Source: an optimization exercise on an open RTL-to-GDS flow (aim: small area, a short achievable clock period and few clock cycles). Production flows keep margins and buffers that such runs may drop.
In this exercise RTL edits were held to simulation tests only and were not proved equivalent to the original.

==> flow/design.v, too long to show whole: its modules and the start of the top module <==
// module renderStateRegs: 42 lines
// module surfaceControl: 99 lines
// module closestHit: 67 lines
// module axisMul: 2730 lines
// module surfaceUnit: 248 lines
module surfaceUnit #(
    parameter int FRAC_BITS   = 16,
    parameter int CHECKER_BIT = 18
) (
    input  logic        clk,
    input  logic        resetn,
    input  logic        addInput,
    input  surfacePkg::fixedT       rayOrigX,
    input  surfacePkg::fixedT       rayOrigY,
    input  surfacePkg::fixedT       rayOrigZ,
    input  surfacePkg::fixedT       rayDirX,
    input  surfacePkg::fixedT       rayDirY,
    input  surfacePkg::fixedT       rayDirZ,
    input  surfacePkg::pixelT       pixelX,
    input  surfacePkg::pixelT       pixelY,
    input  surfacePkg::bounceT      bounceLevel,
    input  surfacePkg::colorT       lastColor,
    output logic        fifoFull,
    output logic        rayStart,
    input  logic        hitValid,
    input  surfacePkg::fixedT       hitT,
    input  surfacePkg::primIndexT   hitPrim,
    input  surfacePkg::surfaceTypeT hitSurface,
    input  surfacePkg::colorT       hitColor,
    input  logic        candDone,
    input  logic        outputFull,
    output logic        valid,
    output surfacePkg::colorT       outColor,
    output surfacePkg::surfaceTypeT outSurface,
    output surfacePkg::primIndexT   outPrim,
    output surfacePkg::fixedT       hitPosX,
    output surfacePkg::fixedT       hitPosY,
    output surfacePkg::fixedT       hitPosZ,
    output surfacePkg::fixedT       shadowDirX,
    output surfacePkg::fixedT       shadowDirY,
    output surfacePkg::fixedT       shadowDirZ,
    output surfacePkg::pixelT       outPixelX,
    output surfacePkg::pixelT       outPixelY,
    output surfacePkg::bounceT      outBounce,
    output surfacePkg::colorT       outLastColor,
    input  logic        cfgWrite,
    input  surfacePkg::cfgAddrT     cfgAddr,
    input  logic [31:0] cfgData
);
  // ...
==> flow/run.sh <==
#!/bin/bash
# synth_recipe.tcl (not shown) runs the flow's synth.tcl, then flattens the netlist and writes it again
# the make line also repeats each setting of config.mk as NAME=value (left out here)
make -C /OpenROAD-flow-scripts/flow DESIGN_CONFIG=/design/flow/config.mk WORK_HOME=/design/flow/orfs CLKGATE_MAP_FILE= SYNTH_SCRIPT=/design/flow/synth_recipe.tcl finish
==> flow/config.mk <==
export PLATFORM = sky130hd
export DESIGN_NAME = surfaceUnit
export DESIGN_NICKNAME = surfaceUnit
export VERILOG_FILES = /design/flow/design.v
export SDC_FILE = /design/flow/constraint.sdc
export NUM_CORES = 4
export LEC_CHECK = 0
export ABC_CLOCK_PERIOD_IN_PS = 3000
export CAP_MARGIN = 20
export CORE_MARGIN = 2
export CORE_UTILIZATION = 40
export PLACE_DENSITY = 0.6
export SETUP_SLACK_MARGIN = 5
export SLEW_MARGIN = 20
==> flow/constraint.sdc <==
create_clock -name core_clock -period 11.0 [get_ports {clk}]
set_input_delay 2.2000 -clock core_clock [delete_from_list [all_inputs] [get_ports {clk}]]
set_output_delay 2.2000 -clock core_clock [all_outputs]
set_load 0.01 [all_outputs]
==> impl_metrics.xml, run 1 <==
<?xml version="1.0" encoding="UTF-8"?>
<metrics>
  <group name="synth">
    <metric name="yosys.cell_types.count" unit="">75</metric>
    <metric name="mapped_area" unit="um2">68300</metric>
    <metric name="synth_nets" unit="">5577</metric>
    <metric name="synth-compound-area-share" unit="">0.0845</metric>
    <metric name="share_of_the_yosys_chip_area_belonging_to_registers" unit="">0.605</metric>
    <metric name="synth_largest_area_cell" unit="">sky130_fd_sc_hd__edfxtp_1</metric>
    <metric name="fraction_of_synthesized_cell_area_taken_by_the_top_area_cell_type" unit="">0.445</metric>
    <metric name="synth.mux.area_fraction" unit="">0.0374</metric>
    <metric name="synth_top_family_by_area" unit="">adder cells</metric>
    <metric name="most_used_standard_cell_by_instance_count_after_synthesis" unit="">sky130_fd_sc_hd__edfxtp_1</metric>
  </group>
  <group name="cells_and_area">
    <metric name="seq-cell-share" unit="">0.501</metric>
    <metric name="bufAreaShareNonClock" unit="">0.0896</metric>
    <metric name="nNetsFinal" unit="">6184</metric>
    <metric name="total_area_of_multi_input_combinational_cells" unit="um2">24700</metric>
  </group>
  <group name="critical_path">
    <metric name="crit_chain" unit="">fa_1 &gt; fa_1 &gt; ha_1 &gt; nand4_1 &gt; nor3_2 &gt; a2111oi_4 &gt; a31oi_2 &gt; a31oi_4 &gt; o21ai_4 &gt; a41oi_2 &gt; a21oi_1 &gt; a21oi_1 &gt; xnor2_1</metric>
    <metric name="startpoint" unit="">i_mul.r776</metric>
    <metric name="cp_top_family" unit="">compound AO/OA/AOI/OAI gates</metric>
    <metric name="worst-endpoint-arrival" unit="ps">4850</metric>
    <metric name="worstSetupPathType" unit="">reg2reg</metric>
    <metric name="cpPeakStageDelay" unit="ps">510</metric>
  </group>
  <group name="timing">
    <metric name="postLayoutSetupSlackWorst" unit="ps">6720</metric>
    <metric name="final-hold-violation-count" unit="">0</metric>
    <metric name="finalSetupViolations" unit="">0</metric>
    <metric name="slew_viol_final" unit="">0</metric>
  </group>
  <group name="placement">
    <metric name="place.gp.congestion" unit="">0.841</metric>
    <metric name="place_area" unit="um2">77300</metric>
  </group>
  <group name="hold_path">
    <metric name="hold_path_class" unit="">reg2reg</metric>
  </group>
  <group name="clocking">
    <metric name="clock_sink_count" unit="">1508</metric>
  </group>
  <group name="grt">
    <metric name="number_of_global_route_vias_before_repair" unit="">42500</metric>
  </group>
  <group name="status">
    <metric name="outcome" unit="">no timing/DRC/antenna violations</metric>
  </group>
</metrics>
Testbench counts, summed over its fixed seeds: cycles 9,983.
==> inputs of run 2 (changes only) <==
==> flow/flow/run.sh (new file) <==
#!/bin/bash
# Standard layout, with timing repair aiming for extra setup slack
# (the clock period and constraints are the design's, unchanged).
set -o pipefail
cp standard.sh standard_sh_copy.log 2>/dev/null
export SETUP_SLACK_MARGIN=7
bash standard.sh > standard_flow.log 2>&1
==> flow/standard.sh (new file) <==
#!/bin/bash
# synth_recipe.tcl (not shown) runs the flow's synth.tcl, then flattens the netlist and writes it again
# the make line also repeats each setting of config.mk as NAME=value (left out here)
make -C /OpenROAD-flow-scripts/flow DESIGN_CONFIG=/design/flow/config.mk WORK_HOME=/design/flow/orfs CLKGATE_MAP_FILE= SYNTH_SCRIPT=/design/flow/synth_recipe.tcl "${@:-finish}"
--- a/flow/config.mk
+++ b/flow/config.mk
@@ -11,4 +11,3 @@
 export CORE_UTILIZATION = 40
 export PLACE_DENSITY = 0.6
-export SETUP_SLACK_MARGIN = 5
 export SLEW_MARGIN = 20
removed: flow/run.sh
==> impl_metrics.xml, run 2 <==
<?xml version="1.0" encoding="UTF-8"?>
<metrics>
  <group name="hold_path">
    <metric name="hold-path-cell-count" unit="">0</metric>
    <metric name="worstHoldEndpoint" unit="">bkDirY[15]</metric>
    <metric name="worst_hold_launch" unit="">i_control.bufDirY[15]</metric>
    <metric name="hold_path_class" unit="">reg2reg</metric>
  </group>
  <group name="timing">
    <metric name="finalSetupTns" unit="ps">0</metric>
    <metric name="worstMarginPinSlew" unit="ps">1100</metric>
    <metric name="final-hold-violation-count" unit="">0</metric>
    <metric name="finClkSkew" unit="ps">42.1</metric>
    <metric name="max_fclk" unit="MHz">250</metric>
    <metric name="finalCritPeriodShare" unit="">0.363</metric>
    <metric name="slew_viol_final" unit="">0</metric>
    <metric name="rsz0062_at_grt" unit="">yes</metric>
    <metric name="period_minus_slack" unit="ps">3990</metric>
    <metric name="timing.max_slew.rel_slack" unit="">0.266</metric>
    <metric name="finalSetupViolations" unit="">0</metric>
  </group>
  <group name="cells_and_area">
    <metric name="commonest_non_fill_non_tap_cell_in_the_layout" unit="">sky130_fd_sc_hd__edfxtp_1</metric>
    <metric name="nNetsFinal" unit="">6210</metric>
    <metric name="final_core_utilization" unit="">0.492</metric>
    <metric name="layout.cells.most_common_list" unit="">sky130_fd_sc_hd__edfxtp_1, sky130_fd_sc_hd__clkdlybuf4s50_1, sky130_fd_sc_hd__a22oi_1</metric>
    <metric name="area_delta_synth_final" unit="%">22.1</metric>
    <metric name="fraction_of_final_layout_cells_with_drive_strength_greater_than_1" unit="">0.123</metric>
  </group>
  <group name="synth">
    <metric name="mapped_area" unit="um2">68300</metric>
    <metric name="synth_top_cells_by_area" unit="">sky130_fd_sc_hd__edfxtp_1, sky130_fd_sc_hd__fa_1, sky130_fd_sc_hd__dfxtp_1, sky130_fd_sc_hd__dfrtp_1, sky130_fd_sc_hd__a22oi_1</metric>
    <metric name="synth_largest_area_cell" unit="">sky130_fd_sc_hd__edfxtp_1</metric>
    <metric name="most_used_standard_cell_by_instance_count_after_synthesis" unit="">sky130_fd_sc_hd__edfxtp_1</metric>
    <metric name="synth_common_cells" unit="">sky130_fd_sc_hd__edfxtp_1, sky130_fd_sc_hd__a22oi_1, sky130_fd_sc_hd__fa_1</metric>
    <metric name="synth.avg_cell_area" unit="um2">14.6</metric>
    <metric name="synth-edff-count" unit="">1012</metric>
    <metric name="ys_dominant_reg_cell" unit="">sky130_fd_sc_hd__edfxtp_1</metric>
    <metric name="syn-instance-count" unit="">4695</metric>
    <metric name="synth_nets" unit="">5577</metric>
    <metric name="async_reset_ff_frac" unit="">0.129</metric>
    <metric name="fraction_of_synthesized_cell_area_taken_by_the_top_area_cell_type" unit="">0.445</metric>
    <metric name="yosys_warnings" unit="">5</metric>
    <metric name="share_of_the_yosys_chip_area_belonging_to_registers" unit="">0.605</metric>
    <metric name="yosys.cell_types.count" unit="">75</metric>
    <metric name="post_synthesis_register_bit_count" unit="">1508</metric>
  </group>
  <group name="critical_path">
    <metric name="worst-endpoint-arrival" unit="ps">4510</metric>
    <metric name="rr_worst_depth" unit="">14</metric>
    <metric name="timing.critical_path.from_type" unit="">flip-flop</metric>
    <metric name="worst-r2r-setup-slack" unit="ps">7010</metric>
    <metric name="crit_required" unit="ps">11510</metric>
    <metric name="path_max_fanout" unit="">4</metric>
    <metric name="worst_r2r_endpoint" unit="">hitPosY[22]</metric>
    <metric name="endpoint_kind" unit="">flip-flop</metric>
    <metric name="worstSetupPathType" unit="">reg2reg</metric>
    <metric name="crit-reg2reg-launch" unit="">i_mul.r768</metric>
  </group>
  <group name="clocking">
    <metric name="cts_root_buffer" unit="">sky130_fd_sc_hd__clkbuf_16</metric>
    <metric name="cts_max_path_buffers" unit="">3</metric>
    <metric name="postCtsHoldBufs" unit="">0</metric>
    <metric name="insertion_delay" unit="ps">820</metric>
    <metric name="clock_sink_count" unit="">1508</metric>
    <metric name="tritoncts" unit="">done</metric>
    <metric name="cts_max_level" unit="">4</metric>
    <metric name="clock_buffer_count_from_cts" unit="">160</metric>
    <metric name="cts.reportedPaths.clkPinSlew" unit="ps">60</metric>
  </group>
  <group name="grt">
    <metric name="number_of_global_route_vias_before_repair" unit="">42600</metric>
    <metric name="grt_first_pass_wirelength" unit="um">276000</metric>
    <metric name="overall_routing_resource_usage" unit="">0.214</metric>
    <metric name="globalRouteOverflowTotal" unit="">0</metric>
    <metric name="global_route.usage.met2" unit="">0.349</metric>
    <metric name="grt_max_degree" unit="">144</metric>
    <metric name="grt_util_met1" unit="">0.264</metric>
    <metric name="grtUsageMet3" unit="">0.0646</metric>
    <metric name="grt_most_used_layer" unit="">met2</metric>
    <metric name="initial_antenna_violation_count" unit="">59</metric>
  </group>
  <group name="drt">
    <metric name="route.detailed.drc" unit="">0</metric>
    <metric name="wl_per_cell" unit="um">24.1</metric>
    <metric name="routed_via_density" unit="">5.25</metric>
    <metric name="num_vias" unit="">40500</metric>
    <metric name="route.final.wire_length" unit="um">186000</metric>
    <metric name="antenna_violating_nets_post_route" unit="">0</metric>
    <metric name="drt_iter0_drc" unit="">3320</metric>
    <metric name="dr.pass1.iters" unit="">6</metric>
  </group>
  <group name="floorplanning">
    <metric name="core_area" unit="um2">169000</metric>
    <metric name="rows" unit="">151</metric>
    <metric name="floorplan.initialDensity" unit="">0.403</metric>
    <metric name="die_area" unit="um2">174000</metric>
    <metric name="die_h" unit="um">417</metric>
    <metric name="die_width" unit="um">417</metric>
    <metric name="pin_count" unit="">657</metric>
  </group>
  <group name="job">
    <metric name="max-cap-violations" unit="">0</metric>
  </group>
  <group name="placement">
    <metric name="post-dp-hpwl" unit="um">122000</metric>
    <metric name="place.gp.congestion" unit="">0.839</metric>
    <metric name="portBuffers" unit="">656</metric>
  </group>
  <group name="status">
    <metric name="outcome" unit="">no timing/DRC/antenna violations</metric>
  </group>
</metrics>
## run 2: cell counts after synthesis
Identical to the previous run, type by type.
## run 2: area by class of cell
type / instances / area (um2)
multi-input cells: 2564 / 25100
diodes: 25 / 62.6
inverters: 307 / 1170
flip-flops and latches: 1508 / 41300
clock buffers: 216 / 4370
repair buffers: 787 / 7600
clock inverters: 81 / 943
fillers: 14500 / 86100
well taps: 2218 / 2780
## run 2: cells by family after synthesis
| family | after synthesis | synth area share |
|---|---|---|
| buf+inv | 625 | 0.0351 |
| simple gates | 427 | 0.0273 |
| xor+xnor | 559 | 0.0717 |
| flops | 1508 | 0.605 |
| compound gates | 824 | 0.0845 |
| mux | 234 | 0.0374 |
| fa+ha+maj | 518 | 0.139 |
## run 2: repair_timing
| item | in CTS | in global routing |
|---|---|---|
| cloned | 2 | 0 |
| pin swaps | 30 | 24 |
| hold endpoints to repair | 0 | 0 |
| resized for setup | 103 | 45 |
| setup endpoints to repair | 222 | 178 |
| buffers inserted | 14 | 14 |
## run 2: metal layers
metal	share of wire	wire, um
met5	0.0019	356
met4	0.038	7050
met3	0.086	16100
met2	0.48	89800
met1	0.39	72800
## run 2: through the flow
step,area [um2],std cells,setup WS (ps),hold WS (ps)
after global placement,77300,7354,6440,400
after CTS,82900,7667,6860,394
final,83400,7706,7010,402
after global routing,83400,7700,6820,401
after floorplan,68300,4695,-6710,346
after detailed placement,77300,7354,6400,405
## run 2: worst max path at each step
stage / startpoint / to / slack, ps / depth (start not counted)
after floorplan: i_control.inFull / i_control.bufBounce[0] / -6710 / 2
after global placement: resetn / i_renderState.lightDirX[12] / 6440 / 3
after detailed placement: resetn / i_renderState.lightDirX[12] / 6400 / 3
after CTS: i_mul.r768 / hitPosX[31] / 6860 / 13
after global routing: i_mul.r768 / hitPosZ[22] / 6820 / 14
final: i_mul.r768 / hitPosY[22] / 7010 / 14
## run 2: critical path: stages (launching register included)
cell                        delay [ps]
sky130_fd_sc_hd__dfxtp_2           320
sky130_fd_sc_hd__fa_1              540
sky130_fd_sc_hd__fa_1              460
sky130_fd_sc_hd__ha_4              240
sky130_fd_sc_hd__a21o_1            180
sky130_fd_sc_hd__a21o_1            190
sky130_fd_sc_hd__a2111oi_4         400
sky130_fd_sc_hd__a31oi_4           160
sky130_fd_sc_hd__a31oi_4           260
sky130_fd_sc_hd__o21ai_4           180
sky130_fd_sc_hd__buf_6             190
sky130_fd_sc_hd__a21oi_4           130
sky130_fd_sc_hd__inv_2              70
sky130_fd_sc_hd__a221oi_4          250
sky130_fd_sc_hd__xnor2_2           120
==> inputs of run 3 (changes only) <==
--- a/flow/flow/run.sh
+++ b/flow/flow/run.sh
@@ -4,4 +4,4 @@
 set -o pipefail
 cp standard.sh standard_sh_copy.log 2>/dev/null
-export SETUP_SLACK_MARGIN=7
+export SETUP_SLACK_MARGIN=8
 bash standard.sh > standard_flow.log 2>&1
==> impl_metrics.xml, run 3 <==
<?xml version="1.0" encoding="UTF-8"?>
<metrics>
  <group name="drt">
    <metric name="route.final.wire_length" unit="um">212000</metric>
    <metric name="drt_iter0_drc" unit="">4095</metric>
    <metric name="antenna_violating_nets_post_route" unit="">0</metric>
    <metric name="wl_per_cell" unit="um">26.3</metric>
    <metric name="num_vias" unit="">43600</metric>
    <metric name="route.detailed.drc" unit="">0</metric>
    <metric name="dr.pass1.iters" unit="">6</metric>
    <metric name="routed_via_density" unit="">5.40</metric>
  </group>
  <group name="floorplanning">
    <metric name="core_area" unit="um2">169000</metric>
    <metric name="die_h" unit="um">417</metric>
    <metric name="die_area" unit="um2">174000</metric>
    <metric name="die_width" unit="um">417</metric>
    <metric name="floorplan.initialDensity" unit="">0.403</metric>
    <metric name="rows" unit="">151</metric>
    <metric name="pin_count" unit="">657</metric>
  </group>
  <group name="synth">
    <metric name="fraction_of_synthesized_cell_area_taken_by_the_top_area_cell_type" unit="">0.445</metric>
    <metric name="synth_top_cells_by_area" unit="">sky130_fd_sc_hd__edfxtp_1, sky130_fd_sc_hd__fa_1, sky130_fd_sc_hd__dfxtp_1, sky130_fd_sc_hd__dfrtp_1, sky130_fd_sc_hd__a22oi_1</metric>
    <metric name="synth.avg_cell_area" unit="um2">14.6</metric>
    <metric name="share_of_the_yosys_chip_area_belonging_to_registers" unit="">0.605</metric>
    <metric name="syn-instance-count" unit="">4695</metric>
    <metric name="ys_dominant_reg_cell" unit="">sky130_fd_sc_hd__edfxtp_1</metric>
    <metric name="synth_common_cells" unit="">sky130_fd_sc_hd__edfxtp_1, sky130_fd_sc_hd__a22oi_1, sky130_fd_sc_hd__fa_1</metric>
    <metric name="synth-edff-count" unit="">1012</metric>
    <metric name="post_synthesis_register_bit_count" unit="">1508</metric>
    <metric name="synth_nets" unit="">5577</metric>
    <metric name="yosys.cell_types.count" unit="">75</metric>
    <metric name="synth_largest_area_cell" unit="">sky130_fd_sc_hd__edfxtp_1</metric>
    <metric name="yosys_warnings" unit="">5</metric>
    <metric name="async_reset_ff_frac" unit="">0.129</metric>
    <metric name="most_used_standard_cell_by_instance_count_after_synthesis" unit="">sky130_fd_sc_hd__edfxtp_1</metric>
    <metric name="mapped_area" unit="um2">68300</metric>
  </group>
  <group name="clocking">
    <metric name="cts_max_path_buffers" unit="">3</metric>
    <metric name="clock_buffer_count_from_cts" unit="">161</metric>
    <metric name="postCtsHoldBufs" unit="">0</metric>
    <metric name="insertion_delay" unit="ps">830</metric>
    <metric name="clock_sink_count" unit="">1508</metric>
    <metric name="cts_root_buffer" unit="">sky130_fd_sc_hd__clkbuf_16</metric>
    <metric name="tritoncts" unit="">done</metric>
    <metric name="cts.reportedPaths.clkPinSlew" unit="ps">60</metric>
    <metric name="cts_max_level" unit="">4</metric>
  </group>
  <group name="critical_path">
    <metric name="path_max_fanout" unit="">5</metric>
    <metric name="worstSetupPathType" unit="">reg2reg</metric>
    <metric name="crit_required" unit="ps">11500</metric>
    <metric name="endpoint_kind" unit="">flip-flop</metric>
    <metric name="worst-endpoint-arrival" unit="ps">4540</metric>
    <metric name="timing.critical_path.from_type" unit="">flip-flop</metric>
  </group>
  <group name="placement">
    <metric name="portBuffers" unit="">656</metric>
    <metric name="preCtsSetupSlack" unit="ps">6450</metric>
    <metric name="post-dp-hpwl" unit="um">120000</metric>
    <metric name="dp_cells" unit="">7353</metric>
    <metric name="place.gp.congestion" unit="">0.837</metric>
  </group>
  <group name="hold_path">
    <metric name="hold_path_class" unit="">reg2reg</metric>
  </group>
  <group name="grt">
    <metric name="grt_max_degree" unit="">86</metric>
    <metric name="globalRouteOverflowTotal" unit="">0</metric>
    <metric name="overall_routing_resource_usage" unit="">0.236</metric>
    <metric name="initial_antenna_violation_count" unit="">71</metric>
    <metric name="number_of_global_route_vias_before_repair" unit="">45000</metric>
    <metric name="grt_first_pass_wirelength" unit="um">301000</metric>
  </group>
  <group name="timing">
    <metric name="timing.max_slew.rel_slack" unit="">0.394</metric>
    <metric name="finClkSkew" unit="ps">62.0</metric>
    <metric name="rsz0062_at_grt" unit="">yes</metric>
    <metric name="slew_viol_final" unit="">0</metric>
    <metric name="period_minus_slack" unit="ps">4040</metric>
    <metric name="postLayoutSetupSlackWorst" unit="ps">6960</metric>
    <metric name="finalSetupViolations" unit="">0</metric>
    <metric name="max_fclk" unit="MHz">247</metric>
    <metric name="finalSetupTns" unit="ps">0</metric>
    <metric name="final-hold-violation-count" unit="">0</metric>
    <metric name="worstMarginPinSlew" unit="ps">909</metric>
    <metric name="finalCritPeriodShare" unit="">0.368</metric>
    <metric name="hold_ws" unit="ps">399</metric>
  </group>
  <group name="cells_and_area">
    <metric name="commonest_non_fill_non_tap_cell_in_the_layout" unit="">sky130_fd_sc_hd__edfxtp_1</metric>
    <metric name="nNetsFinal" unit="">6564</metric>
    <metric name="final_core_utilization" unit="">0.534</metric>
    <metric name="fraction_of_final_layout_cells_with_drive_strength_greater_than_1" unit="">0.311</metric>
    <metric name="area_delta_synth_final" unit="%">32.5</metric>
    <metric name="fin_cells" unit="">8071</metric>
    <metric name="layout.cells.most_common_list" unit="">sky130_fd_sc_hd__edfxtp_1, sky130_fd_sc_hd__clkdlybuf4s50_1, sky130_fd_sc_hd__xnor2_1</metric>
  </group>
  <group name="status">
    <metric name="outcome" unit="">no timing/DRC/antenna violations</metric>
  </group>
  <group name="job">
    <metric name="max-cap-violations" unit="">0</metric>
  </group>
</metrics>
## run 3: cell types whose count changed in the layout (fill, tap and decap cells not counted), moves of 68 or more
cell,before,now
sky130_fd_sc_hd__a22oi_2,1,166
sky130_fd_sc_hd__clkdlybuf4s50_1,581,355
sky130_fd_sc_hd__fa_1,400,292
sky130_fd_sc_hd__fa_2,1,109
sky130_fd_sc_hd__a22oi_1,441,276
sky130_fd_sc_hd__buf_4,121,234
sky130_fd_sc_hd__buf_12,5,73
sky130_fd_sc_hd__buf_6,3,159
sky130_fd_sc_hd__buf_2,0,207
## run 3: final cells by class
class	instances	area (um2)
Multi-Input combinational cell	2572	27500
Sequential cell	1508	41400
Antenna cell	33	82.6
Clock inverter	96	1030
Inverter	307	1210
Tap cell	2218	2780
Timing Repair Buffer	1131	12100
Fill cell	13800	79000
Clock buffer	205	4380
Timing Repair inverter	1	8.76
## run 3: worst paths after layout
kind	start	cells past startpoint	slack [ps]	to
worst min-delay path	i_control.inOrigZ[6]	0	400	i_control.bufOrigZ[6]
worst max-delay path	i_mul.r800	14	6960	hitPosY[31]
worst max register to register	i_mul.r800	14	6960	hitPosY[31]
max in group asynchronous	resetn	3	8240	i_closestHit.bestT[0]
worst min register to register	i_control.inOrigZ[6]	0	400	i_control.bufOrigZ[6]
min in group asynchronous	resetn	1	1300	i_renderState.lightDirZ[15]
## run 3: cells by family after synthesis
family,synth area share
buffers and inverters,0.0351
AOI/OAI and AO/OA,0.0845
and+or+nand+nor,0.0273
DFF,0.605
xor gates and xnor gates,0.0717
muxes,0.0374
adders and majority gates,0.139
## run 3: per-stage QoR
stage                     instance area [um2]
after floorplan                         68700
after global placement                  77500
after detailed placement                77500
after CTS                               87800
after global routing                    90500
final                                   90500
## run 3: per-layer routing
layer | track usage | up-vias | share of wire
met5 | 0 | - | 0.0018
met4 | 0.122 | 58 | 0.054
met3 | 0.0801 | 725 | 0.10
met2 | 0.375 | 2250 | 0.47
met1 | 0.286 | 21900 | 0.37
li1 | - | 18600 | -
## run 3: critical path, cell delays in order, from the launching register on
cell and delay (ps):
sky130_fd_sc_hd__dfxtp_1 320, sky130_fd_sc_hd__fa_1 510, sky130_fd_sc_hd__fa_1 520, sky130_fd_sc_hd__ha_1 400, sky130_fd_sc_hd__a21oi_1 240, sky130_fd_sc_hd__o21ai_1 160
sky130_fd_sc_hd__a21oi_1 230, sky130_fd_sc_hd__o31ai_2 100, sky130_fd_sc_hd__a31oi_4 250, sky130_fd_sc_hd__o21ai_4 100, sky130_fd_sc_hd__buf_12 170, sky130_fd_sc_hd__a311oi_4 360
sky130_fd_sc_hd__o21bai_4 100, sky130_fd_sc_hd__a21oi_2 140, sky130_fd_sc_hd__xnor2_1 100
## run 3: what timing repair did
action / 4_1_cts / 5_1_grt
setup buffers: 215 / 87
cloned: 59 / 23
pin swaps: 275 / 178
endpoints found under the setup margin: 1300 / 775
resized for setup: 1900 / 351
endpoints found under the hold margin: 0 / 0
==> inputs of run 4 (changes only) <==
--- a/flow/flow/run.sh
+++ b/flow/flow/run.sh
@@ -4,4 +4,6 @@
 set -o pipefail
 cp standard.sh standard_sh_copy.log 2>/dev/null
-export SETUP_SLACK_MARGIN=8
+export SETUP_SLACK_MARGIN=7
+# Port buffers: the smallest plain buffer instead of the default pick
+export BUFFER_PORTS_ARGS="-buffer_cell sky130_fd_sc_hd__buf_1"
 bash standard.sh > standard_flow.log 2>&1
==> impl_metrics.xml, run 4 <==
<?xml version="1.0" encoding="UTF-8"?>
<metrics>
  <group name="synth">
    <metric name="synth_common_cells" unit="">sky130_fd_sc_hd__edfxtp_1, sky130_fd_sc_hd__a22oi_1, sky130_fd_sc_hd__fa_1</metric>
    <metric name="ys_dominant_reg_cell" unit="">sky130_fd_sc_hd__edfxtp_1</metric>
    <metric name="share_of_the_yosys_chip_area_belonging_to_registers" unit="">0.605</metric>
    <metric name="syn-instance-count" unit="">4695</metric>
    <metric name="synth.avg_cell_area" unit="um2">14.6</metric>
    <metric name="yosys.cell_types.count" unit="">75</metric>
    <metric name="post_synthesis_register_bit_count" unit="">1508</metric>
    <metric name="synth_top_cells_by_area" unit="">sky130_fd_sc_hd__edfxtp_1, sky130_fd_sc_hd__fa_1, sky130_fd_sc_hd__dfxtp_1, sky130_fd_sc_hd__dfrtp_1, sky130_fd_sc_hd__a22oi_1</metric>
    <metric name="most_used_standard_cell_by_instance_count_after_synthesis" unit="">sky130_fd_sc_hd__edfxtp_1</metric>
    <metric name="yosys_warnings" unit="">5</metric>
    <metric name="synth-edff-count" unit="">1012</metric>
    <metric name="async_reset_ff_frac" unit="">0.129</metric>
    <metric name="synth_largest_area_cell" unit="">sky130_fd_sc_hd__edfxtp_1</metric>
    <metric name="fraction_of_synthesized_cell_area_taken_by_the_top_area_cell_type" unit="">0.445</metric>
    <metric name="synth_nets" unit="">5577</metric>
    <metric name="mapped_area" unit="um2">68300</metric>
  </group>
  <group name="hold_path">
    <metric name="worst_hold_launch" unit="">i_control.bufDirY[6]</metric>
    <metric name="hold_path_class" unit="">reg2reg</metric>
  </group>
  <group name="placement">
    <metric name="dp_cells" unit="">7357</metric>
    <metric name="place_area" unit="um2">73300</metric>
    <metric name="portBuffers" unit="">656</metric>
    <metric name="preCtsSetupSlack" unit="ps">6400</metric>
    <metric name="post-dp-hpwl" unit="um">119000</metric>
    <metric name="place.gp.congestion" unit="">0.847</metric>
  </group>
  <group name="timing">
    <metric name="final-hold-violation-count" unit="">0</metric>
    <metric name="finalCritPeriodShare" unit="">0.366</metric>
    <metric name="finClkSkew" unit="ps">68.3</metric>
    <metric name="period_minus_slack" unit="ps">4030</metric>
    <metric name="worstMarginPinSlew" unit="ps">1040</metric>
    <metric name="timing.max_slew.rel_slack" unit="">0.304</metric>
    <metric name="finalSetupTns" unit="ps">0</metric>
    <metric name="postLayoutSetupSlackWorst" unit="ps">6970</metric>
    <metric name="hold_ws" unit="ps">403</metric>
    <metric name="max_fclk" unit="MHz">248</metric>
    <metric name="rsz0062_at_grt" unit="">yes</metric>
    <metric name="slew_viol_final" unit="">0</metric>
    <metric name="finalSetupViolations" unit="">0</metric>
  </group>
  <group name="critical_path">
    <metric name="path_max_fanout" unit="">5</metric>
    <metric name="crit_required" unit="ps">11530</metric>
    <metric name="startpoint" unit="">i_mul.r768</metric>
    <metric name="timing.critical_path.from_type" unit="">flip-flop</metric>
    <metric name="worstSetupPathType" unit="">reg2reg</metric>
    <metric name="crit-reg2reg-launch" unit="">i_mul.r768</metric>
    <metric name="cp_top_family" unit="">compound AO/OA/AOI/OAI gates</metric>
    <metric name="cpPeakStageDelay" unit="ps">560</metric>
    <metric name="endpoint_kind" unit="">flip-flop</metric>
    <metric name="buffer_and_inverter_count_on_the_worst_path" unit="">2</metric>
    <metric name="worst-endpoint-arrival" unit="ps">4560</metric>
    <metric name="cp_max_delay_cell" unit="">sky130_fd_sc_hd__fa_1</metric>
    <metric name="crit_chain" unit="">fa_1 &gt; fa_1 &gt; ha_4 &gt; a21o_1 &gt; a21o_1 &gt; a2111oi_4 &gt; a31oi_2 &gt; a31oi_4 &gt; o21ai_4 &gt; buf_12 &gt; a311oi_4 &gt; o21bai_2 &gt; buf_4 &gt; xor2_2</metric>
  </group>
  <group name="clocking">
    <metric name="tritoncts" unit="">done</metric>
    <metric name="postCtsHoldBufs" unit="">0</metric>
    <metric name="cts_max_level" unit="">4</metric>
    <metric name="cts_max_path_buffers" unit="">3</metric>
    <metric name="insertion_delay" unit="ps">840</metric>
    <metric name="clock_buffer_count_from_cts" unit="">160</metric>
    <metric name="clock_sink_count" unit="">1508</metric>
    <metric name="cts.reportedPaths.clkPinSlew" unit="ps">60</metric>
    <metric name="cts_root_buffer" unit="">sky130_fd_sc_hd__clkbuf_16</metric>
  </group>
  <group name="cells_and_area">
    <metric name="cell_area_after_layout" unit="um2">79000</metric>
    <metric name="total_area_of_multi_input_combinational_cells" unit="um2">25000</metric>
    <metric name="fin_cells" unit="">7696</metric>
    <metric name="fillers" unit="">14900</metric>
    <metric name="area_delta_synth_final" unit="%">15.6</metric>
    <metric name="fraction_of_final_layout_cells_with_drive_strength_greater_than_1" unit="">0.115</metric>
    <metric name="layout.cells.most_common_list" unit="">sky130_fd_sc_hd__edfxtp_1, sky130_fd_sc_hd__buf_1, sky130_fd_sc_hd__a22oi_1</metric>
    <metric name="commonest_non_fill_non_tap_cell_in_the_layout" unit="">sky130_fd_sc_hd__edfxtp_1</metric>
    <metric name="final_core_utilization" unit="">0.466</metric>
    <metric name="nNetsFinal" unit="">6201</metric>
    <metric name="area.sequential" unit="um2">41300</metric>
  </group>
  <group name="floorplanning">
    <metric name="floorplan.initialDensity" unit="">0.403</metric>
    <metric name="core_area" unit="um2">169000</metric>
    <metric name="die_h" unit="um">417</metric>
    <metric name="pin_count" unit="">657</metric>
    <metric name="die_area" unit="um2">174000</metric>
    <metric name="rows" unit="">151</metric>
    <metric name="die_width" unit="um">417</metric>
  </group>
  <group name="drt">
    <metric name="num_vias" unit="">40400</metric>
    <metric name="routed_via_density" unit="">5.25</metric>
    <metric name="drt_iter0_drc" unit="">3293</metric>
    <metric name="dr.pass1.iters" unit="">5</metric>
    <metric name="route.detailed.drc" unit="">0</metric>
    <metric name="route.final.wire_length" unit="um">182000</metric>
    <metric name="wl_per_cell" unit="um">23.7</metric>
    <metric name="antenna_violating_nets_post_route" unit="">0</metric>
  </group>
  <group name="status">
    <metric name="outcome" unit="">no timing/DRC/antenna violations</metric>
  </group>
  <group name="grt">
    <metric name="grt_max_degree" unit="">161</metric>
    <metric name="initial_antenna_violation_count" unit="">50</metric>
    <metric name="globalRouteOverflowTotal" unit="">0</metric>
    <metric name="grt_first_pass_wirelength" unit="um">269000</metric>
    <metric name="overall_routing_resource_usage" unit="">0.209</metric>
    <metric name="number_of_global_route_vias_before_repair" unit="">42100</metric>
  </group>
  <group name="job">
    <metric name="max-cap-violations" unit="">0</metric>
  </group>
</metrics>
## run 4: final timing paths
kind | slack, ps | endpoint | depth (start not counted)
max in group asynchronous | 8010 | i_renderState.groundPrim[10] | 2
worst min-delay path | 400 | bkDirY[6] | 0
worst min register to register | 400 | bkDirY[6] | 0
min in group asynchronous | 1510 | i_renderState.lightDirZ[15] | 1
worst max-delay path | 6970 | hitPosY[30] | 14
worst max register to register | 6970 | hitPosY[30] | 14
## run 4: cell families (layout without fill, tap and decap cells)
group | after synthesis | in the layout | share of synthesized area
fa+ha+maj | 518 | 518 | 0.139
compound gates | 824 | 824 | 0.0845
flops | 1508 | 1508 | 0.605
other cells | 0 | 24 | 0
mux | 234 | 234 | 0.0374
xor+xnor | 559 | 559 | 0.0717
simple gates | 427 | 427 | 0.0273
buf+inv | 625 | 1384 | 0.0351
## run 4: per-layer routing
metal | track usage | vias to the layer above | part of all wire
met3 | 0.0596 | 437 | 0.086
met4 | 0.0964 | 36 | 0.042
li1 | - | 17900 | -
met2 | 0.338 | 1772 | 0.48
met1 | 0.259 | 20300 | 0.39
met5 | 0 | - | 0.0013
## run 4: repair_timing
item / 4_1_cts / 5_1_grt
resized for setup: 31 / 27
setup buffers: 4 / 13
pin swaps: 20 / 22
endpoints found under the setup margin: 175 / 163
## run 4: cell type report
| type | count | area share |
|---|---|---|
| Sequential cell | 1508 | 0.524 |
| Multi-Input combinational cell | 2562 | 0.316 |
| Clock buffer | 202 | 0.0531 |
| Timing Repair Buffer | 780 | 0.0448 |
| Tap cell | 2218 | 0.0351 |
| Inverter | 307 | 0.0148 |
| Clock inverter | 95 | 0.0115 |
| Antenna cell | 24 | 0.000761 |
==> inputs of run 5 (changes only) <==
--- a/flow/config.mk
+++ b/flow/config.mk
@@ -9,5 +9,5 @@
 export CAP_MARGIN = 20
 export CORE_MARGIN = 2
-export CORE_UTILIZATION = 40
-export PLACE_DENSITY = 0.6
+export CORE_UTILIZATION = 58
+export PLACE_DENSITY = 0.72
 export SLEW_MARGIN = 20
==> impl_metrics.xml, run 5 <==
<?xml version="1.0" encoding="UTF-8"?>
<metrics>
  <group name="status">
    <metric name="outcome" unit="">no timing/DRC/antenna violations</metric>
  </group>
  <group name="synth">
    <metric name="mapped_area" unit="um2">68300</metric>
    <metric name="share_of_the_yosys_chip_area_belonging_to_registers" unit="">0.605</metric>
    <metric name="yosys.cell_types.count" unit="">75</metric>
    <metric name="synth_nets" unit="">5577</metric>
    <metric name="synth_largest_area_cell" unit="">sky130_fd_sc_hd__edfxtp_1</metric>
    <metric name="syn-instance-count" unit="">4695</metric>
    <metric name="ys_dominant_reg_cell" unit="">sky130_fd_sc_hd__edfxtp_1</metric>
    <metric name="most_used_standard_cell_by_instance_count_after_synthesis" unit="">sky130_fd_sc_hd__edfxtp_1</metric>
    <metric name="synth_common_cells" unit="">sky130_fd_sc_hd__edfxtp_1, sky130_fd_sc_hd__a22oi_1, sky130_fd_sc_hd__fa_1</metric>
    <metric name="post_synthesis_register_bit_count" unit="">1508</metric>
    <metric name="synth-edff-count" unit="">1012</metric>
    <metric name="synth.avg_cell_area" unit="um2">14.6</metric>
    <metric name="fraction_of_synthesized_cell_area_taken_by_the_top_area_cell_type" unit="">0.445</metric>
    <metric name="async_reset_ff_frac" unit="">0.129</metric>
    <metric name="synth_top_cells_by_area" unit="">sky130_fd_sc_hd__edfxtp_1, sky130_fd_sc_hd__fa_1, sky130_fd_sc_hd__dfxtp_1, sky130_fd_sc_hd__dfrtp_1, sky130_fd_sc_hd__a22oi_1</metric>
    <metric name="yosys_warnings" unit="">5</metric>
  </group>
  <group name="placement">
    <metric name="place.gp.congestion" unit="">0.882</metric>
    <metric name="dp_cells" unit="">6659</metric>
    <metric name="post-dp-hpwl" unit="um">109000</metric>
    <metric name="portBuffers" unit="">656</metric>
  </group>
  <group name="floorplanning">
    <metric name="die_h" unit="um">347</metric>
    <metric name="pin_count" unit="">657</metric>
    <metric name="core_area" unit="um2">117000</metric>
    <metric name="die_width" unit="um">347</metric>
    <metric name="rows" unit="">125</metric>
    <metric name="die_area" unit="um2">121000</metric>
    <metric name="floorplan.initialDensity" unit="">0.586</metric>
  </group>
  <group name="drt">
    <metric name="antenna_violating_nets_post_route" unit="">0</metric>
    <metric name="wl_per_cell" unit="um">24.5</metric>
    <metric name="dr.pass1.iters" unit="">6</metric>
    <metric name="routed_via_density" unit="">5.83</metric>
    <metric name="drt_iter0_drc" unit="">3968</metric>
    <metric name="route.final.wire_length" unit="um">171000</metric>
    <metric name="route.detailed.drc" unit="">0</metric>
    <metric name="num_vias" unit="">40700</metric>
  </group>
  <group name="grt">
    <metric name="overall_routing_resource_usage" unit="">0.283</metric>
    <metric name="number_of_global_route_vias_before_repair" unit="">41900</metric>
    <metric name="grt_max_degree" unit="">158</metric>
    <metric name="initial_antenna_violation_count" unit="">22</metric>
    <metric name="globalRouteOverflowTotal" unit="">0</metric>
    <metric name="grt_first_pass_wirelength" unit="um">255000</metric>
  </group>
  <group name="critical_path">
    <metric name="path_max_fanout" unit="">5</metric>
    <metric name="timing.critical_path.from_type" unit="">flip-flop</metric>
    <metric name="startpoint" unit="">i_mul.r768</metric>
    <metric name="cpPeakStageDelay" unit="ps">550</metric>
    <metric name="worst-endpoint-arrival" unit="ps">4460</metric>
    <metric name="worstSetupPathType" unit="">reg2reg</metric>
    <metric name="crit_required" unit="ps">11460</metric>
    <metric name="crit-reg2reg-launch" unit="">i_mul.r768</metric>
    <metric name="endpoint_kind" unit="">flip-flop</metric>
    <metric name="cp_max_delay_cell" unit="">sky130_fd_sc_hd__fa_1</metric>
    <metric name="crit_chain" unit="">fa_1 &gt; fa_1 &gt; ha_4 &gt; a21o_1 &gt; a21o_1 &gt; a2111oi_4 &gt; a31oi_4 &gt; a31oi_4 &gt; o21ai_4 &gt; a21oi_2 &gt; inv_2 &gt; a221oi_4 &gt; xnor2_2</metric>
  </group>
  <group name="hold_path">
    <metric name="hold_path_class" unit="">reg2reg</metric>
    <metric name="worst_hold_launch" unit="">i_control.bufOrigY[15]</metric>
  </group>
  <group name="timing">
    <metric name="period_minus_slack" unit="ps">4000</metric>
    <metric name="worstMarginPinSlew" unit="ps">1010</metric>
    <metric name="max_fclk" unit="MHz">250</metric>
    <metric name="slew_viol_final" unit="">0</metric>
    <metric name="timing.max_slew.rel_slack" unit="">0.328</metric>
    <metric name="finalSetupViolations" unit="">0</metric>
    <metric name="finalCritPeriodShare" unit="">0.363</metric>
    <metric name="rsz0062_at_grt" unit="">yes</metric>
    <metric name="hold_ws" unit="ps">389</metric>
    <metric name="finClkSkew" unit="ps">57.9</metric>
    <metric name="final-hold-violation-count" unit="">0</metric>
  </group>
  <group name="cells_and_area">
    <metric name="fraction_of_final_layout_cells_with_drive_strength_greater_than_1" unit="">0.113</metric>
    <metric name="final_core_utilization" unit="">0.668</metric>
    <metric name="fin_cells" unit="">6976</metric>
    <metric name="area_delta_synth_final" unit="%">13.9</metric>
    <metric name="nNetsFinal" unit="">6188</metric>
    <metric name="layout.cells.most_common_list" unit="">sky130_fd_sc_hd__edfxtp_1, sky130_fd_sc_hd__buf_1, sky130_fd_sc_hd__a22oi_1</metric>
    <metric name="commonest_non_fill_non_tap_cell_in_the_layout" unit="">sky130_fd_sc_hd__edfxtp_1</metric>
  </group>
  <group name="clocking">
    <metric name="postCtsHoldBufs" unit="">0</metric>
    <metric name="insertion_delay" unit="ps">770</metric>
    <metric name="clock_sink_count" unit="">1508</metric>
    <metric name="cts.reportedPaths.clkPinSlew" unit="ps">60</metric>
    <metric name="cts_max_path_buffers" unit="">3</metric>
    <metric name="cts_max_level" unit="">4</metric>
    <metric name="tritoncts" unit="">done</metric>
    <metric name="cts_root_buffer" unit="">sky130_fd_sc_hd__clkbuf_16</metric>
    <metric name="clock_buffer_count_from_cts" unit="">149</metric>
  </group>
  <group name="job">
    <metric name="max-cap-violations" unit="">0</metric>
  </group>
</metrics>
-- run 5: cell counts after synthesis --
No cell type changed its count.
-- run 5: cell type report --
class	instances	area, um2
Multi-Input combinational cell	2565	25000
Tap cell	1524	1910
Timing Repair Buffer	775	3430
Clock inverter	57	739
Antenna cell	23	57.6
Fill cell	8256	38700
Sequential cell	1508	41300
Clock buffer	217	4190
Inverter	307	1170
-- run 5: routing by layer --
metal	share of wire	up-vias	track usage
li1	-	17800	-
met1	0.38	20300	0.365
met2	0.48	2132	0.453
met3	0.089	471	0.0692
met4	0.046	2	0.138
met5	0.000070	-	0
-- run 5: metrics by stage --
step	instance area, um2	setup WS [ps]	TNS (ps)
after floorplan	68300	-6710	-1691880
after global placement	72300	6540	0
after detailed placement	72300	6530	0
after CTS	77500	6890	0
after global routing	77800	6860	0
final	77800	7000	0
-- run 5: final timing paths --
| check | endpoint | slack [ps] | depth (start not counted) |
|---|---|---|---|
| setup reg to reg | hitPosZ[22] | 7000 | 13 |
| hold / removal | bkOrigY[15] | 390 | 0 |
| max in group asynchronous | i_renderState.lightDirZ[22] | 8100 | 2 |
| min in group asynchronous | i_renderState.clearColor[11] | 1490 | 1 |
| hold reg to reg | bkOrigY[15] | 390 | 0 |
| setup / recovery | hitPosZ[22] | 7000 | 13 |
-- run 5: cell families after synthesis --
group                      synth area share
and+or+nand+nor                      0.0273
AOI/OAI and AO/OA                    0.0845
adders and majority gates             0.139
DFF                                   0.605
xor gates and xnor gates             0.0717
buffers and inverters                0.0351
muxes                                0.0374
-- run 5: critical path: cells and delay by family, from the launching register on --
family / cells / cell delay [ps]
compound gates: 8 / 1910
fa+ha+maj: 3 / 1260
flops: 1 / 320
xor+xnor: 1 / 110
buf+inv: 1 / 80
-- run 5: timing repair --
action                     CTS  global route
pin swaps                   23            23
setup endpoints to repair  271           291
gates resized for setup     25            33
setup buffers                4            12
cloned                       3             0
==> inputs of run 6 (changes only) <==
--- a/flow/config.mk
+++ b/flow/config.mk
@@ -10,4 +10,5 @@
 export CORE_MARGIN = 2
 export CORE_UTILIZATION = 58
+export CTS_BUF_LIST = sky130_fd_sc_hd__clkbuf_4 sky130_fd_sc_hd__clkbuf_8
 export PLACE_DENSITY = 0.72
 export SLEW_MARGIN = 20
==> impl_metrics.xml, run 6 <==
<?xml version="1.0" encoding="UTF-8"?>
<metrics>
  <group name="status">
    <metric name="outcome" unit="">no timing/DRC/antenna violations</metric>
  </group>
  <group name="cells_and_area">
    <metric name="fraction_of_final_layout_cells_with_drive_strength_greater_than_1" unit="">0.143</metric>
    <metric name="area.sequential" unit="um2">41300</metric>
    <metric name="fillers" unit="">8273</metric>
    <metric name="fin_cells" unit="">7131</metric>
    <metric name="commonest_non_fill_non_tap_cell_in_the_layout" unit="">sky130_fd_sc_hd__edfxtp_1</metric>
    <metric name="nNetsFinal" unit="">6271</metric>
    <metric name="total_area_of_multi_input_combinational_cells" unit="um2">24900</metric>
    <metric name="area_delta_synth_final" unit="%">13.8</metric>
    <metric name="layout.cells.most_common_list" unit="">sky130_fd_sc_hd__edfxtp_1, sky130_fd_sc_hd__buf_1, sky130_fd_sc_hd__a22oi_1</metric>
  </group>
  <group name="synth">
    <metric name="yosys.cell_types.count" unit="">75</metric>
    <metric name="yosys.area_share.xor_xnor" unit="">0.0717</metric>
    <metric name="synth-compound-area-share" unit="">0.0845</metric>
    <metric name="synth_simple_gate_area_frac" unit="">0.0273</metric>
    <metric name="synth_common_cells" unit="">sky130_fd_sc_hd__edfxtp_1, sky130_fd_sc_hd__a22oi_1, sky130_fd_sc_hd__fa_1</metric>
    <metric name="synth.mux.area_fraction" unit="">0.0374</metric>
    <metric name="synth_top_cells_by_area" unit="">sky130_fd_sc_hd__edfxtp_1, sky130_fd_sc_hd__fa_1, sky130_fd_sc_hd__dfxtp_1, sky130_fd_sc_hd__dfrtp_1, sky130_fd_sc_hd__a22oi_1</metric>
    <metric name="yosys_warnings" unit="">5</metric>
    <metric name="fraction_of_synthesized_cell_area_taken_by_the_top_area_cell_type" unit="">0.445</metric>
    <metric name="ys_dominant_reg_cell" unit="">sky130_fd_sc_hd__edfxtp_1</metric>
    <metric name="post_synth_fa_ha_maj_area_fraction" unit="">0.139</metric>
    <metric name="post_synthesis_register_bit_count" unit="">1508</metric>
    <metric name="most_used_standard_cell_by_instance_count_after_synthesis" unit="">sky130_fd_sc_hd__edfxtp_1</metric>
    <metric name="async_reset_ff_frac" unit="">0.129</metric>
    <metric name="synth.avg_cell_area" unit="um2">14.6</metric>
    <metric name="synth_largest_area_cell" unit="">sky130_fd_sc_hd__edfxtp_1</metric>
    <metric name="synth_top_family_by_area" unit="">adder cells</metric>
    <metric name="synth_nets" unit="">5577</metric>
    <metric name="synth-edff-count" unit="">1012</metric>
    <metric name="syn-instance-count" unit="">4695</metric>
    <metric name="share_of_the_yosys_chip_area_belonging_to_registers" unit="">0.605</metric>
    <metric name="mapped_area" unit="um2">68300</metric>
  </group>
  <group name="grt">
    <metric name="grt_first_pass_wirelength" unit="um">255000</metric>
    <metric name="number_of_global_route_vias_before_repair" unit="">42300</metric>
    <metric name="grt_max_degree" unit="">158</metric>
    <metric name="globalRouteOverflowTotal" unit="">0</metric>
    <metric name="initial_antenna_violation_count" unit="">23</metric>
    <metric name="overall_routing_resource_usage" unit="">0.283</metric>
  </group>
  <group name="job">
    <metric name="max-cap-violations" unit="">0</metric>
  </group>
  <group name="timing">
    <metric name="rsz0062_at_grt" unit="">yes</metric>
    <metric name="final-hold-violation-count" unit="">0</metric>
    <metric name="finClkSkew" unit="ps">89.1</metric>
    <metric name="finalSetupViolations" unit="">0</metric>
    <metric name="worstMarginPinSlew" unit="ps">1020</metric>
    <metric name="period_minus_slack" unit="ps">4040</metric>
    <metric name="finalCritPeriodShare" unit="">0.367</metric>
    <metric name="timing.max_slew.rel_slack" unit="">0.320</metric>
    <metric name="max_fclk" unit="MHz">248</metric>
    <metric name="slew_viol_final" unit="">0</metric>
  </group>
  <group name="drt">
    <metric name="dr.pass1.iters" unit="">7</metric>
    <metric name="route.final.wire_length" unit="um">170000</metric>
    <metric name="route.detailed.drc" unit="">0</metric>
    <metric name="routed_via_density" unit="">5.75</metric>
    <metric name="drt_iter0_drc" unit="">3930</metric>
    <metric name="antenna_violating_nets_post_route" unit="">0</metric>
    <metric name="num_vias" unit="">41000</metric>
    <metric name="wl_per_cell" unit="um">23.9</metric>
  </group>
  <group name="critical_path">
    <metric name="endpoint_kind" unit="">flip-flop</metric>
    <metric name="crit_required" unit="ps">11670</metric>
    <metric name="worstSetupPathType" unit="">reg2reg</metric>
    <metric name="buffer_and_inverter_count_on_the_worst_path" unit="">0</metric>
    <metric name="worst-endpoint-arrival" unit="ps">4710</metric>
    <metric name="cp_max_delay_cell" unit="">sky130_fd_sc_hd__fa_1</metric>
    <metric name="cp_top_family" unit="">compound AO/OA/AOI/OAI gates</metric>
    <metric name="worst-r2r-setup-slack" unit="ps">6960</metric>
    <metric name="cpPeakStageDelay" unit="ps">510</metric>
    <metric name="path_max_fanout" unit="">5</metric>
    <metric name="timing.critical_path.from_type" unit="">flip-flop</metric>
    <metric name="crit_chain" unit="">fa_1 &gt; fa_1 &gt; ha_1 &gt; nand2_1 &gt; o21ai_1 &gt; a21oi_1 &gt; o31ai_2 &gt; a31oi_4 &gt; o21ai_4 &gt; a41oi_2 &gt; a21oi_2 &gt; a21oi_2 &gt; xnor2_1</metric>
  </group>
  <group name="floorplanning">
    <metric name="floorplan.initialDensity" unit="">0.586</metric>
    <metric name="die_area" unit="um2">121000</metric>
    <metric name="die_width" unit="um">347</metric>
    <metric name="rows" unit="">125</metric>
    <metric name="pin_count" unit="">657</metric>
    <metric name="core_area" unit="um2">117000</metric>
    <metric name="die_h" unit="um">347</metric>
  </group>
  <group name="placement">
    <metric name="post-dp-hpwl" unit="um">109000</metric>
    <metric name="place.gp.congestion" unit="">0.882</metric>
    <metric name="dp_cells" unit="">6659</metric>
    <metric name="portBuffers" unit="">656</metric>
  </group>
  <group name="clocking">
    <metric name="cts_max_level" unit="">4</metric>
    <metric name="cts_root_buffer" unit="">sky130_fd_sc_hd__clkbuf_8</metric>
    <metric name="insertion_delay" unit="ps">960</metric>
    <metric name="tritoncts" unit="">done</metric>
    <metric name="clock_buffer_count_from_cts" unit="">227</metric>
    <metric name="cts_max_path_buffers" unit="">3</metric>
    <metric name="cts.reportedPaths.clkPinSlew" unit="ps">70</metric>
    <metric name="postCtsHoldBufs" unit="">0</metric>
    <metric name="clock_sink_count" unit="">1508</metric>
  </group>
  <group name="hold_path">
    <metric name="hold_path_class" unit="">reg2reg</metric>
  </group>
</metrics>
-- run 6: cell counts after synthesis --
No cell type changed its count.
-- run 6: timing repair --
action | in CTS | in global routing
pin swaps | 29 | 20
gates resized for setup | 24 | 30
cloned | 3 | 0
buffers inserted | 4 | 17
endpoints found under the setup margin | 277 | 243
-- run 6: kinds of logic (layout without fill, tap and decap cells) --
kind of cell | Yosys count | count (layout)
compound gates | 824 | 827
fa+ha+maj | 518 | 518
xor+xnor | 559 | 559
simple gates | 427 | 427
buf+inv | 625 | 1510
other cells | 0 | 24
mux | 234 | 234
flops | 1508 | 1508
-- run 6: worst paths after layout --
check | from | end | cells past startpoint
min in group asynchronous | resetn | i_renderState.clearColor[11] | 1
hold reg to reg | i_control.bufOrigY[1] | bkOrigY[1] | 0
max in group asynchronous | resetn | i_renderState.lightDirZ[25] | 2
setup / recovery | i_mul.r796 | hitPosY[26] | 13
setup reg to reg | i_mul.r796 | hitPosY[26] | 13
hold / removal | i_control.bufOrigY[1] | bkOrigY[1] | 0
-- run 6: metrics by stage --
stage                     hold WS [ps]   TNS, ps   util  setup slack, ps  area, um2
final                              399         0  0.667             6960      77700
after global routing               417         0  0.667             6840      77700
after CTS                          400         0  0.664             6970      77400
after detailed placement           405         0  0.621             6530      72300
after global placement             400         0  0.621             6540      72300
after floorplan                    346  -1691880      -            -6710      68300
-- run 6: layout make-up --
type                       count  area share
sequential                  1508       0.532
multi-input combinational   2565       0.321
clock buffer                 340      0.0538
timing repair buffer         780      0.0447
tap                         1524      0.0245
inverter                     307      0.0151
clock inverter                83     0.00842
antenna                       24    0.000773
-- run 6: layer usage --
layer / GRT usage / share of wire / vias up
li1: - / - / 18000
met2: 0.447 / 0.48 / 2168
met4: 0.140 / 0.048 / 0
met3: 0.0730 / 0.094 / 477
met5: 0 / 0 / -
met1: 0.366 / 0.38 / 20300
-- run 6: worst reg2reg max path, delay by kind of cell, from the launching register on --
family          cells  cell delay, ps
flops               1             310
simple gates        1             110
fa+ha+maj           3            1460
compound gates      8            1730
xor+xnor            1             150
==> inputs of run 7 (changes only) <==
--- a/flow/config.mk
+++ b/flow/config.mk
@@ -10,5 +10,6 @@
 export CORE_MARGIN = 2
 export CORE_UTILIZATION = 58
-export CTS_BUF_LIST = sky130_fd_sc_hd__clkbuf_4 sky130_fd_sc_hd__clkbuf_8
+export CTS_CLUSTER_DIAMETER = 80
+export CTS_CLUSTER_SIZE = 30
 export PLACE_DENSITY = 0.72
 export SLEW_MARGIN = 20
==> impl_metrics.xml, run 7 <==
<?xml version="1.0" encoding="UTF-8"?>
<metrics>
  <group name="timing">
    <metric name="slew_viol_final" unit="">0</metric>
    <metric name="rsz0062_at_grt" unit="">yes</metric>
    <metric name="max_fclk" unit="MHz">247</metric>
    <metric name="finalCritPeriodShare" unit="">0.368</metric>
    <metric name="finalSetupViolations" unit="">0</metric>
    <metric name="finClkSkew" unit="ps">53.5</metric>
    <metric name="period_minus_slack" unit="ps">4050</metric>
    <metric name="final-hold-violation-count" unit="">0</metric>
    <metric name="worstMarginPinSlew" unit="ps">1010</metric>
    <metric name="finalSetupTns" unit="ps">0</metric>
    <metric name="timing.max_slew.rel_slack" unit="">0.329</metric>
  </group>
  <group name="cells_and_area">
    <metric name="area.sequential" unit="um2">41300</metric>
    <metric name="final_core_utilization" unit="">0.644</metric>
    <metric name="area_delta_synth_final" unit="%">9.77</metric>
    <metric name="fin_cells" unit="">6810</metric>
    <metric name="fillers" unit="">8592</metric>
    <metric name="layout.cells.most_common_list" unit="">sky130_fd_sc_hd__edfxtp_1, sky130_fd_sc_hd__buf_1, sky130_fd_sc_hd__a22oi_1</metric>
    <metric name="nNetsFinal" unit="">6106</metric>
    <metric name="commonest_non_fill_non_tap_cell_in_the_layout" unit="">sky130_fd_sc_hd__edfxtp_1</metric>
    <metric name="total_area_of_multi_input_combinational_cells" unit="um2">25000</metric>
    <metric name="cell_area_after_layout" unit="um2">75000</metric>
    <metric name="fraction_of_final_layout_cells_with_drive_strength_greater_than_1" unit="">0.0945</metric>
  </group>
  <group name="clocking">
    <metric name="cts_max_path_buffers" unit="">3</metric>
    <metric name="postCtsHoldBufs" unit="">0</metric>
    <metric name="cts.reportedPaths.clkPinSlew" unit="ps">110</metric>
    <metric name="clock_buffer_count_from_cts" unit="">67</metric>
    <metric name="tritoncts" unit="">done</metric>
    <metric name="cts_max_level" unit="">3</metric>
    <metric name="cts_root_buffer" unit="">sky130_fd_sc_hd__clkbuf_16</metric>
    <metric name="insertion_delay" unit="ps">700</metric>
    <metric name="clock_sink_count" unit="">1508</metric>
  </group>
  <group name="critical_path">
    <metric name="crit_required" unit="ps">11430</metric>
    <metric name="path_max_fanout" unit="">5</metric>
    <metric name="worst-endpoint-arrival" unit="ps">4480</metric>
    <metric name="endpoint_kind" unit="">flip-flop</metric>
    <metric name="worstSetupPathType" unit="">reg2reg</metric>
    <metric name="timing.critical_path.from_type" unit="">flip-flop</metric>
    <metric name="rr_worst_depth" unit="">13</metric>
    <metric name="worst-r2r-setup-slack" unit="ps">6950</metric>
    <metric name="worst_r2r_endpoint" unit="">hitPosZ[26]</metric>
    <metric name="crit-reg2reg-launch" unit="">i_mul.r792</metric>
  </group>
  <group name="synth">
    <metric name="synth_largest_area_cell" unit="">sky130_fd_sc_hd__edfxtp_1</metric>
    <metric name="most_used_standard_cell_by_instance_count_after_synthesis" unit="">sky130_fd_sc_hd__edfxtp_1</metric>
    <metric name="share_of_the_yosys_chip_area_belonging_to_registers" unit="">0.605</metric>
    <metric name="synth_top_cells_by_area" unit="">sky130_fd_sc_hd__edfxtp_1, sky130_fd_sc_hd__fa_1, sky130_fd_sc_hd__dfxtp_1, sky130_fd_sc_hd__dfrtp_1, sky130_fd_sc_hd__a22oi_1</metric>
    <metric name="fraction_of_synthesized_cell_area_taken_by_the_top_area_cell_type" unit="">0.445</metric>
    <metric name="yosys.cell_types.count" unit="">75</metric>
    <metric name="synth_common_cells" unit="">sky130_fd_sc_hd__edfxtp_1, sky130_fd_sc_hd__a22oi_1, sky130_fd_sc_hd__fa_1</metric>
    <metric name="yosys_warnings" unit="">5</metric>
    <metric name="mapped_area" unit="um2">68300</metric>
    <metric name="ys_dominant_reg_cell" unit="">sky130_fd_sc_hd__edfxtp_1</metric>
    <metric name="synth_nets" unit="">5577</metric>
    <metric name="synth.avg_cell_area" unit="um2">14.6</metric>
    <metric name="async_reset_ff_frac" unit="">0.129</metric>
    <metric name="synth-edff-count" unit="">1012</metric>
    <metric name="post_synthesis_register_bit_count" unit="">1508</metric>
    <metric name="syn-instance-count" unit="">4695</metric>
  </group>
  <group name="grt">
    <metric name="grtUsageMet3" unit="">0.0591</metric>
    <metric name="grt_first_pass_wirelength" unit="um">249000</metric>
    <metric name="grt_most_used_layer" unit="">met2</metric>
    <metric name="grt_max_degree" unit="">158</metric>
    <metric name="number_of_global_route_vias_before_repair" unit="">40700</metric>
    <metric name="overall_routing_resource_usage" unit="">0.276</metric>
    <metric name="globalRouteOverflowTotal" unit="">0</metric>
    <metric name="global_route.usage.met2" unit="">0.446</metric>
    <metric name="grt_util_met1" unit="">0.362</metric>
    <metric name="initial_antenna_violation_count" unit="">18</metric>
  </group>
  <group name="job">
    <metric name="max-cap-violations" unit="">0</metric>
  </group>
  <group name="hold_path">
    <metric name="hold_path_class" unit="">reg2reg</metric>
    <metric name="worstHoldEndpoint" unit="">i_control.bufPixelY[13]</metric>
    <metric name="worst_hold_launch" unit="">i_control.inPixelY[13]</metric>
    <metric name="hold-path-cell-count" unit="">0</metric>
  </group>
  <group name="floorplanning">
    <metric name="die_h" unit="um">347</metric>
    <metric name="core_area" unit="um2">117000</metric>
    <metric name="die_width" unit="um">347</metric>
    <metric name="floorplan.initialDensity" unit="">0.586</metric>
    <metric name="pin_count" unit="">657</metric>
    <metric name="rows" unit="">125</metric>
    <metric name="die_area" unit="um2">121000</metric>
  </group>
  <group name="placement">
    <metric name="place_area" unit="um2">72300</metric>
    <metric name="portBuffers" unit="">656</metric>
    <metric name="post-dp-hpwl" unit="um">109000</metric>
    <metric name="place.gp.congestion" unit="">0.882</metric>
    <metric name="dp_cells" unit="">6659</metric>
  </group>
  <group name="drt">
    <metric name="wl_per_cell" unit="um">24.5</metric>
    <metric name="antenna_violating_nets_post_route" unit="">0</metric>
    <metric name="drt_iter0_drc" unit="">3772</metric>
    <metric name="routed_via_density" unit="">5.86</metric>
    <metric name="num_vias" unit="">39900</metric>
    <metric name="route.detailed.drc" unit="">0</metric>
    <metric name="dr.pass1.iters" unit="">6</metric>
    <metric name="route.final.wire_length" unit="um">167000</metric>
  </group>
  <group name="status">
    <metric name="outcome" unit="">no timing/DRC/antenna violations</metric>
  </group>
</metrics>
run 7: worst max-delay path: stages, from the launching register on:
cell	delay [ps]
sky130_fd_sc_hd__dfxtp_1	330
sky130_fd_sc_hd__fa_1	500
sky130_fd_sc_hd__fa_1	530
sky130_fd_sc_hd__ha_2	410
sky130_fd_sc_hd__a21oi_1	90
sky130_fd_sc_hd__o21ai_1	230
sky130_fd_sc_hd__a21oi_1	120
sky130_fd_sc_hd__o31ai_2	260
sky130_fd_sc_hd__a31oi_4	100
sky130_fd_sc_hd__o21ai_4	420
sky130_fd_sc_hd__a41oi_2	220
sky130_fd_sc_hd__a21oi_2	290
sky130_fd_sc_hd__a21oi_2	110
sky130_fd_sc_hd__xnor2_2	150
run 7: how the worst max path moves through the flow:
| stage | startpoint | to | slack (ps) | depth (start not counted) |
|---|---|---|---|---|
| 6_report | i_mul.r792 | hitPosZ[26] | 6950 | 13 |
| 5_1_grt | i_mul.r768 | hitPosY[24] | 6860 | 13 |
| 4_1_cts | i_mul.r752 | hitPosX[31] | 6980 | 13 |
| 3_5_place_dp | i_closestHit.bestT[25] | i_closestHit.bestPrim[5] | 6530 | 12 |
| 3_3_place_gp | i_closestHit.bestT[25] | i_closestHit.bestPrim[5] | 6540 | 12 |
| 2_1_floorplan | i_control.inFull | i_control.bufBounce[0] | -6710 | 2 |
run 7: final cells by class:
class,instances,area share
antenna,18,0.000601
clock buffer,88,0.0240
clock inverter,25,0.00482
inverter,307,0.0156
multi-input combinational,2566,0.333
sequential,1508,0.551
tap,1524,0.0254
timing repair buffer,774,0.0456
run 7: what timing repair did:
item	4_1_cts	5_1_grt
gates resized for setup	21	33
setup buffers	4	11
gates cloned	3	1
pin swaps	16	28
setup endpoints to repair	271	272
run 7: logic make-up (layout without fill, tap and decap cells):
| kind of cell | after synthesis | count (layout) | share of synthesized area |
|---|---|---|---|
| flops | 1508 | 1508 | 0.605 |
| compound gates | 824 | 828 | 0.0845 |
| buf+inv | 625 | 1194 | 0.0351 |
| xor+xnor | 559 | 559 | 0.0717 |
| fa+ha+maj | 518 | 518 | 0.139 |
| simple gates | 427 | 427 | 0.0273 |
| mux | 234 | 234 | 0.0374 |
| other cells | 0 | 18 | 0 |
run 7: through the flow:
step                      hold WS [ps]  worst slack (ps)
after floorplan                    346             -6710
after global placement             400              6540
after detailed placement           405              6530
after CTS                          413              6980
after global routing               417              6860
final                              413              6950
run 7: per-layer routing:
metal / part of all wire / up-vias
met4: 0.045 / 0
met5: 0 / -
li1: - / 17500
met3: 0.089 / 420
met1: 0.38 / 20000
met2: 0.48 / 2000

re-timing with driven ports:
The flow's constraints put no driver on any port. The routed layouts listed below were extracted and timed again, unchanged, in two steps.
Step 1 sets driving cells, clkbuf_16 on the clock port and buf_2 on the other inputs (assumed; they add their load-dependent delay and slew).
Step 2 adds t to the input delays and takes it off the output delays; t is the mean of the earliest and latest rising clock arrival at the registers after step 1. Input paths then give back, and output paths get back, about the clock's delay inside the block.
Slacks: ideal ports / drivers / drivers and shift; pairs: ideal ports / drivers.
run	shift t [ns]	setup WS [ns]	latest minus earliest clock arrival (ns)
run 1	0.866	6.719 / 6.719 / 6.647	0.040 / 0.040
run 2	0.879	7.006 / 6.980 / 6.647	0.042 / 0.042
run 3	0.885	6.956 / 6.956 / 6.956	0.065 / 0.065
run 4	0.889	6.971 / 6.971 / 6.585	0.070 / 0.070
run 5	0.827	7.003 / 7.003 / 6.893	0.070 / 0.070
run 6	0.994	6.960 / 6.960 / 6.909	0.089 / 0.090
run 7	0.748	6.948 / 6.948 / 6.922	0.054 / 0.055
After both steps setup and hold are still met in every run listed. For run 4, which loses most, drivers alone change the setup slack by 0.000 ns; drivers and shift together by -0.386 ns.
